This is an optimization exercise on Yosys and OpenROAD, whose aim is small area, not a production implementation.
Only simulation tests tie the RTL to the original design; equivalence was not proved.
Power is estimated from default activity; no workload was simulated.

## lane 1
==> flow/design.v <==
`timescale 1ns/10ps
package rcu_pkg;
    typedef struct packed {
        logic                   valid;
        logic [32-1:0]   pc;
        logic [5-1:0] rs1;
        logic [5-1:0] rs2;
        logic [5-1:0] rd;
        logic                   uses_rs1;
        logic                   uses_rs2;
        logic                   uses_rd;
    } dispatch_t;
    typedef struct packed {
        logic [6-1:0] prs1;
        logic [6-1:0] prs2;
        logic [6-1:0] prd;
        logic [6-1:0] lprd;
    } renamed_t;
    typedef struct packed {
        logic                   valid;
        logic [3-1:0]  line;
        logic [32-1:0]   pc;
        logic [6-1:0] prs1;
        logic [6-1:0] prs2;
        logic [6-1:0] prd;
    } issue_t;
    typedef struct packed {
        logic                   valid;
        logic [3-1:0]  line;
        logic [6-1:0] prd;
    } wb_t;
    typedef struct packed {
        logic                   valid;
        logic [32-1:0]   pc;
        logic [5-1:0] rd;
        logic [6-1:0] prd;
        logic [6-1:0] lprd;
    } commit_t;
endpackage
`timescale 1ns/10ps
module rcu_top (
    input  logic                   clk,
    input  logic                   reset,
    input  logic                   trapped,
    input  logic                   fu_ready,
    input  logic                   dispatch_valid,
    input  logic [32-1:0]   dispatch_pc,
    input  logic [5-1:0] dispatch_rs1,
    input  logic [5-1:0] dispatch_rs2,
    input  logic [5-1:0] dispatch_rd,
    input  logic                   dispatch_uses_rs1,
    input  logic                   dispatch_uses_rs2,
    input  logic                   dispatch_uses_rd,
    input  logic                   wb_valid,
    input  logic [3-1:0]  wb_line,
    input  logic [6-1:0] wb_prd,
    output logic                   dispatch_ready,
    output logic                   issue_valid,
    output logic [3-1:0]  issue_line,
    output logic [32-1:0]   issue_pc,
    output logic [6-1:0] issue_prs1,
    output logic [6-1:0] issue_prs2,
    output logic [6-1:0] issue_prd,
    output logic                   commit_valid,
    output logic [32-1:0]   commit_pc,
    output logic [5-1:0] commit_rd,
    output logic [6-1:0] commit_prd,
    output logic [6-1:0] commit_lprd
);
    localparam int NA = 32;
    localparam int NP = 64;
    localparam int NL = 8;
    localparam int AW = 5;
    localparam int PW = 6;
    localparam int LW = 3;
    logic [PW-1:0] cmap [1:NA-1];
    localparam int NF = (NA - 1) + NL + 1;
    logic [NF:1] free_bits;
    logic [NF:1] comm_busy;
    logic [NF:1] fly_busy;
    assign free_bits = ~(comm_busy | fly_busy);
    logic [32-1:0] ent_pc   [NL];
    logic [AW-1:0]        ent_rd   [NL];
    logic [PW-1:0]        ent_prd  [NL];
    logic [PW-1:0]        ent_prs1 [NL];
    logic [PW-1:0]        ent_prs2 [NL];
    logic [NL-1:0] st_a;
    logic [NL-1:0] st_b;
    logic [NL-1:0] wait1;
    logic [NL-1:0] wait2;
    logic [LW-1:0] head_q;
    logic [LW-1:0] tail_q;
    logic [NL-1:0] head;
    logic [NL-1:0] tail;
    assign head = NL'(1) << head_q;
    assign tail = NL'(1) << tail_q;
    logic [NL-1:0] used, pend, done, waiting;
    assign used    = st_a | st_b;
    assign pend    = st_b;
    assign done    = st_a & ~st_b;
    assign waiting = st_b & ~st_a;
    logic          has_rd;
    logic          accept;
    logic [PW-1:0] free_pick;
    assign has_rd = dispatch_uses_rd && (dispatch_rd != '0);
    logic [NF:1] pick_oh;
    always_comb begin
        logic lower;
        lower = 1'b0;
        free_pick = '0;
        for (int i = 1; i <= NF; i++) begin
            pick_oh[i] = free_bits[i] && !lower;
            lower = lower | free_bits[i];
            free_pick = free_pick | (pick_oh[i] ? i[PW-1:0] : '0);
        end
    end
    assign dispatch_ready = !(|(used & tail));
    assign accept = dispatch_valid && dispatch_ready && !trapped;
    logic [NL-1:0] below_tail;
    always_comb begin
        for (int l = 0; l < NL; l++) below_tail[l] = (tail >> (l + 1)) != '0;
    end
    function automatic logic [NL-1:0] youngest(input logic [NL-1:0] c,
                                                input logic [NL-1:0] lo);
        logic [NL-1:0] cl;
        logic [NL-1:0] r;
        logic          seen_l, seen;
        cl = c & lo;
        r = '0;
        seen_l = 1'b0;
        seen = 1'b0;
        for (int l = NL - 1; l >= 0; l--) begin
            if (|cl) begin
                r[l] = cl[l] && !seen_l;
            end else begin
                r[l] = c[l] && !seen;
            end
            seen_l = seen_l | cl[l];
            seen   = seen | c[l];
        end
        youngest = r;
    endfunction
    logic [NL-1:0] m1, m2, s1, s2;
    logic [PW-1:0] rob1, rob2, prs1, prs2;
    logic          hit1, hit2, w1_new, w2_new;
    logic [NL-1:0] wb_dec;
    always_comb begin
        for (int l = 0; l < NL; l++) begin
            m1[l] = used[l] && (ent_rd[l] == dispatch_rs1) && (dispatch_rs1 != '0);
            m2[l] = used[l] && (ent_rd[l] == dispatch_rs2) && (dispatch_rs2 != '0);
            wb_dec[l] = wb_valid && (wb_line == l[LW-1:0]);
        end
        s1 = youngest(m1, below_tail);
        s2 = youngest(m2, below_tail);
        hit1 = |m1;
        hit2 = |m2;
        rob1 = '0;
        rob2 = '0;
        for (int l = 0; l < NL; l++) begin
            rob1 = rob1 | (s1[l] ? ent_prd[l] : '0);
            rob2 = rob2 | (s2[l] ? ent_prd[l] : '0);
        end
        prs1 = !dispatch_uses_rs1 ? '0 : hit1 ? rob1 :
               (dispatch_rs1 == '0) ? '0 : cmap[dispatch_rs1];
        prs2 = !dispatch_uses_rs2 ? '0 : hit2 ? rob2 :
               (dispatch_rs2 == '0) ? '0 : cmap[dispatch_rs2];
        w1_new = dispatch_uses_rs1 && |(s1 & pend & ~wb_dec);
        w2_new = dispatch_uses_rs2 && |(s2 & pend & ~wb_dec);
    end
    logic [NL-1:0] cand, cand_hi, sel;
    logic [NL-1:0] at_or_above_head;
    logic          fire;
    always_comb begin
        for (int l = 0; l < NL; l++) begin
            at_or_above_head[l] = (head << (NL - 1 - l)) != '0;
            cand[l] = waiting[l] && !wait1[l] && !wait2[l];
        end
        cand_hi = cand & at_or_above_head;
        sel = '0;
        for (int l = NL - 1; l >= 0; l--) begin
            if (|cand_hi) begin
                if (cand_hi[l]) sel = '0 | (NL'(1) << l);
            end else begin
                if (cand[l]) sel = '0 | (NL'(1) << l);
            end
        end
    end
    always_comb begin
        issue_valid = |cand && !trapped;
        issue_line  = '0;
        issue_pc    = '0;
        issue_prs1  = '0;
        issue_prs2  = '0;
        issue_prd   = '0;
        for (int l = 0; l < NL; l++) begin
            issue_line = issue_line | (sel[l] ? l[LW-1:0] : '0);
            issue_pc   = issue_pc   | (sel[l] ? ent_pc[l]   : '0);
            issue_prs1 = issue_prs1 | (sel[l] ? ent_prs1[l] : '0);
            issue_prs2 = issue_prs2 | (sel[l] ? ent_prs2[l] : '0);
            issue_prd  = issue_prd  | (sel[l] ? ent_prd[l]  : '0);
        end
    end
    assign fire = issue_valid && fu_ready;
    logic do_commit;
    assign do_commit = |(done & head) && !trapped;
    always_comb begin
        commit_valid = do_commit;
        commit_pc    = '0;
        commit_rd    = '0;
        commit_prd   = '0;
        for (int l = 0; l < NL; l++) begin
            commit_pc  = commit_pc  | (head[l] ? ent_pc[l]  : '0);
            commit_rd  = commit_rd  | (head[l] ? ent_rd[l]  : '0);
            commit_prd = commit_prd | (head[l] ? ent_prd[l] : '0);
        end
        commit_lprd  = (commit_rd == '0) ? '0 : cmap[commit_rd];
    end
    always_ff @(posedge clk) begin
        if (reset || trapped) begin
            head_q <= '0;
            tail_q <= '0;
            st_a  <= '0;
            st_b  <= '0;
        end else begin
            if (fire) begin
                st_a <= st_a | sel;
            end
            for (int l = 0; l < NL; l++) begin
                if (wb_dec[l]) begin
                    st_a[l] <= 1'b1;
                    st_b[l] <= 1'b0;
                end
            end
            for (int l = 0; l < NL; l++) begin
                if (do_commit && head[l]) begin
                    st_a[l] <= 1'b0;
                    st_b[l] <= 1'b0;
                end
                if (accept && tail[l]) begin
                    st_a[l] <= 1'b0;
                    st_b[l] <= 1'b1;
                end
            end
            if (do_commit) head_q <= head_q + 1'b1;
            if (accept)    tail_q <= tail_q + 1'b1;
        end
    end
    always_ff @(posedge clk) begin
        for (int l = 0; l < NL; l++) begin
            if (wb_valid && (ent_prs1[l] == wb_prd)) wait1[l] <= 1'b0;
            if (wb_valid && (ent_prs2[l] == wb_prd)) wait2[l] <= 1'b0;
        end
        for (int l = 0; l < NL; l++) begin
            if (accept && tail[l]) begin
                wait1[l] <= w1_new;
                wait2[l] <= w2_new;
            end
        end
    end
    always_ff @(posedge clk) begin
        for (int l = 0; l < NL; l++) begin
            if (!used[l]) begin
                ent_pc[l]   <= dispatch_pc;
                ent_rd[l]   <= dispatch_uses_rd ? dispatch_rd : '0;
                ent_prd[l]  <= has_rd ? free_pick : '0;
                ent_prs1[l] <= prs1;
                ent_prs2[l] <= prs2;
            end
        end
    end
    always_ff @(posedge clk) begin
        if (reset || trapped) begin
            fly_busy <= '0;
        end else begin
            for (int i = 1; i <= NF; i++) begin
                if (accept && has_rd && pick_oh[i]) fly_busy[i] <= 1'b1;
                if (do_commit && (commit_prd == i[PW-1:0])) fly_busy[i] <= 1'b0;
            end
        end
    end
    always_ff @(posedge clk) begin
        if (reset) begin
            comm_busy <= '0;
        end else if (do_commit) begin
            for (int i = 1; i <= NF; i++) begin
                if (commit_lprd == i[PW-1:0]) comm_busy[i] <= 1'b0;
                if (commit_prd == i[PW-1:0]) comm_busy[i] <= 1'b1;
            end
        end
    end
    logic [PW-1:0] cmap_d;
    assign cmap_d = commit_prd & {PW{!reset}};
    always_ff @(posedge clk) begin
        for (int i = 1; i < NA; i++) begin
            if (reset || (do_commit && (commit_rd == i[AW-1:0]))) cmap[i] <= cmap_d;
        end
    end
endmodule
==> flow/config.mk <==
export PLATFORM = sky130hd
export DESIGN_NAME = rcu_top
export DESIGN_NICKNAME = rcu_top
export VERILOG_FILES = /design/flow/design.v
export SDC_FILE = /design/flow/constraint.sdc
export NUM_CORES = 4
export LEC_CHECK = 0
export CAP_MARGIN = 20
export CORE_MARGIN = 2
export CORE_UTILIZATION = 60
export SLEW_MARGIN = 20
==> flow/constraint.sdc <==
create_clock -name core_clock -period 10.0 [get_ports {clk}]
set_input_delay 2.0000 -clock core_clock [delete_from_list [all_inputs] [get_ports {clk}]]
set_output_delay 2.0000 -clock core_clock [all_outputs]
set_load 0.01 [all_outputs]
standard.sh (not shown) runs the stock make flow with config.mk's settings and CLKGATE_MAP_FILE= SYNTH_SCRIPT=/design/flow/synth_recipe.tcl, a recipe that flattens the netlist after the stock synthesis.
==> flow/flow/run.sh <==
#!/bin/bash
# The standard layout (the standard.sh: ORFS synthesis, floorplan, power grid,
# placement, CTS and routing) with these changes:
#  - synthesis: synth_recipe.tcl unchanged except that ABC maps the logic with an
#    area-only script (flow/area.abc); registers are mapped as in the standard synthesis;
#  - port buffers use the smallest buffer (sky130_fd_sc_hd__buf_1);
#  - CTS uses leaf clusters of up to 16 sinks driven by clkbuf_8 and no dummy loads.
# make's full output goes to standard.log; ORFS's per-step logs stay in orfs/logs.
set -euo pipefail
here=$(pwd)
export MY_ABC_SCRIPT="$here/flow/area.abc"
{ cat flow/abc_area.tcl; cat synth_recipe.tcl; } > my_synth.tcl
export BUFFER_PORTS_ARGS="-buffer_cell sky130_fd_sc_hd__buf_1"
export CTS_ARGS="-sink_clustering_enable -repair_clock_nets -dont_use_dummy_load -buf_list sky130_fd_sc_hd__clkbuf_8 -sink_clustering_size 16 -sink_clustering_max_diameter 50"
bash standard.sh SYNTH_SCRIPT="$here/my_synth.tcl" finish > standard.log 2>&1
==> flow/flow/abc_area.tcl <==
# Prepended to synth_recipe.tcl by run.sh: ABC maps the logic between the flip-flops with
# area.abc (area-only mapping, no buffering or upsizing) instead of ORFS's speed script.
# Flip-flops are mapped before ABC runs and ABC does not touch them, so the registers,
# their names and their cell types are those of the standard synthesis.
proc abc {args} {
  set i [lsearch -exact $args -script]
  if {$i >= 0 && [string match *abc_speed.script [lindex $args [expr {$i + 1}]]]} {
    lset args [expr {$i + 1}] $::env(MY_ABC_SCRIPT)
  }
  yosys abc {*}$args
}
==> flow/flow/area.abc <==
&get -n
&st
&dch -f
&nf -a
&put
mfs2
&get -n
&st
&dch -f
&nf -a
&put
Lane 1 reached the end of the flow, and the finished layout is clean on the timing, design-rule and antenna checks.
Changes in lane 2 relative to lane 1:
==> flow/flow/run.sh <==
#!/bin/bash
# The standard layout (the standard.sh, unchanged synthesis, floorplan, power
# grid, placement and routing) with two options changed:
#  - port buffers use the smallest buffer (sky130_fd_sc_hd__buf_1);
#  - CTS uses leaf clusters of up to 16 sinks driven by clkbuf_8 and no dummy loads.
# make's full output goes to standard.log; ORFS's per-step logs stay in orfs/logs.
set -euo pipefail
export BUFFER_PORTS_ARGS="-buffer_cell sky130_fd_sc_hd__buf_1"
export CTS_ARGS="-sink_clustering_enable -repair_clock_nets -dont_use_dummy_load -buf_list sky130_fd_sc_hd__clkbuf_8 -sink_clustering_size 16 -sink_clustering_max_diameter 50"
bash standard.sh > standard.log 2>&1
removed: flow/flow/abc_area.tcl
removed: flow/flow/area.abc
- Across lane 2 and lane 1, the outcome is the same: a clean finish for every run.
- Note that the number of vias in the routed layout recorded for lane 2 amounts to 1.10 times the value seen in lane 1.
- Lane 2 vs. lane 1: share of cell area taken by multi-input logic gates +2.3 points, combinational power up 27%.
- Going from lane 1 to lane 2, finished layout cell area grew by 6.4%; largest net degree at the start of global routing shows an increase of 65%.
- Taking lane 1 as the reference, in lane 2 met1 layer wirelength in the final routing moved up, count of inserted antenna diode cells moved up.

==> re-timing with driven ports <==
No port has a modelled driver above. Below, the same layouts with a new extraction and two added sets of constraints. Step 1: set_driving_cell puts a clkbuf_16 on clk and a buf_2 on each other input, an assumption about the parent block. Step 2 moves the port delays by t, midway between the first and last clock arrival at a register: inputs arrive t later, outputs are due t later. That takes back most of the time a late clock gives input paths. Three values: ideal, step 1, step 2; two values: the first two.
| run | t (ns) | slack for setup (ns) | worst setup path after step 2 |
|---|---|---|---|
| lane 1 | 0.752 | 1.753 / 1.688 / 2.298 | input to register |
| lane 2 | 0.764 | 1.652 / 1.588 / 2.352 | register to output |
After both steps setup and hold are still met in every run listed.
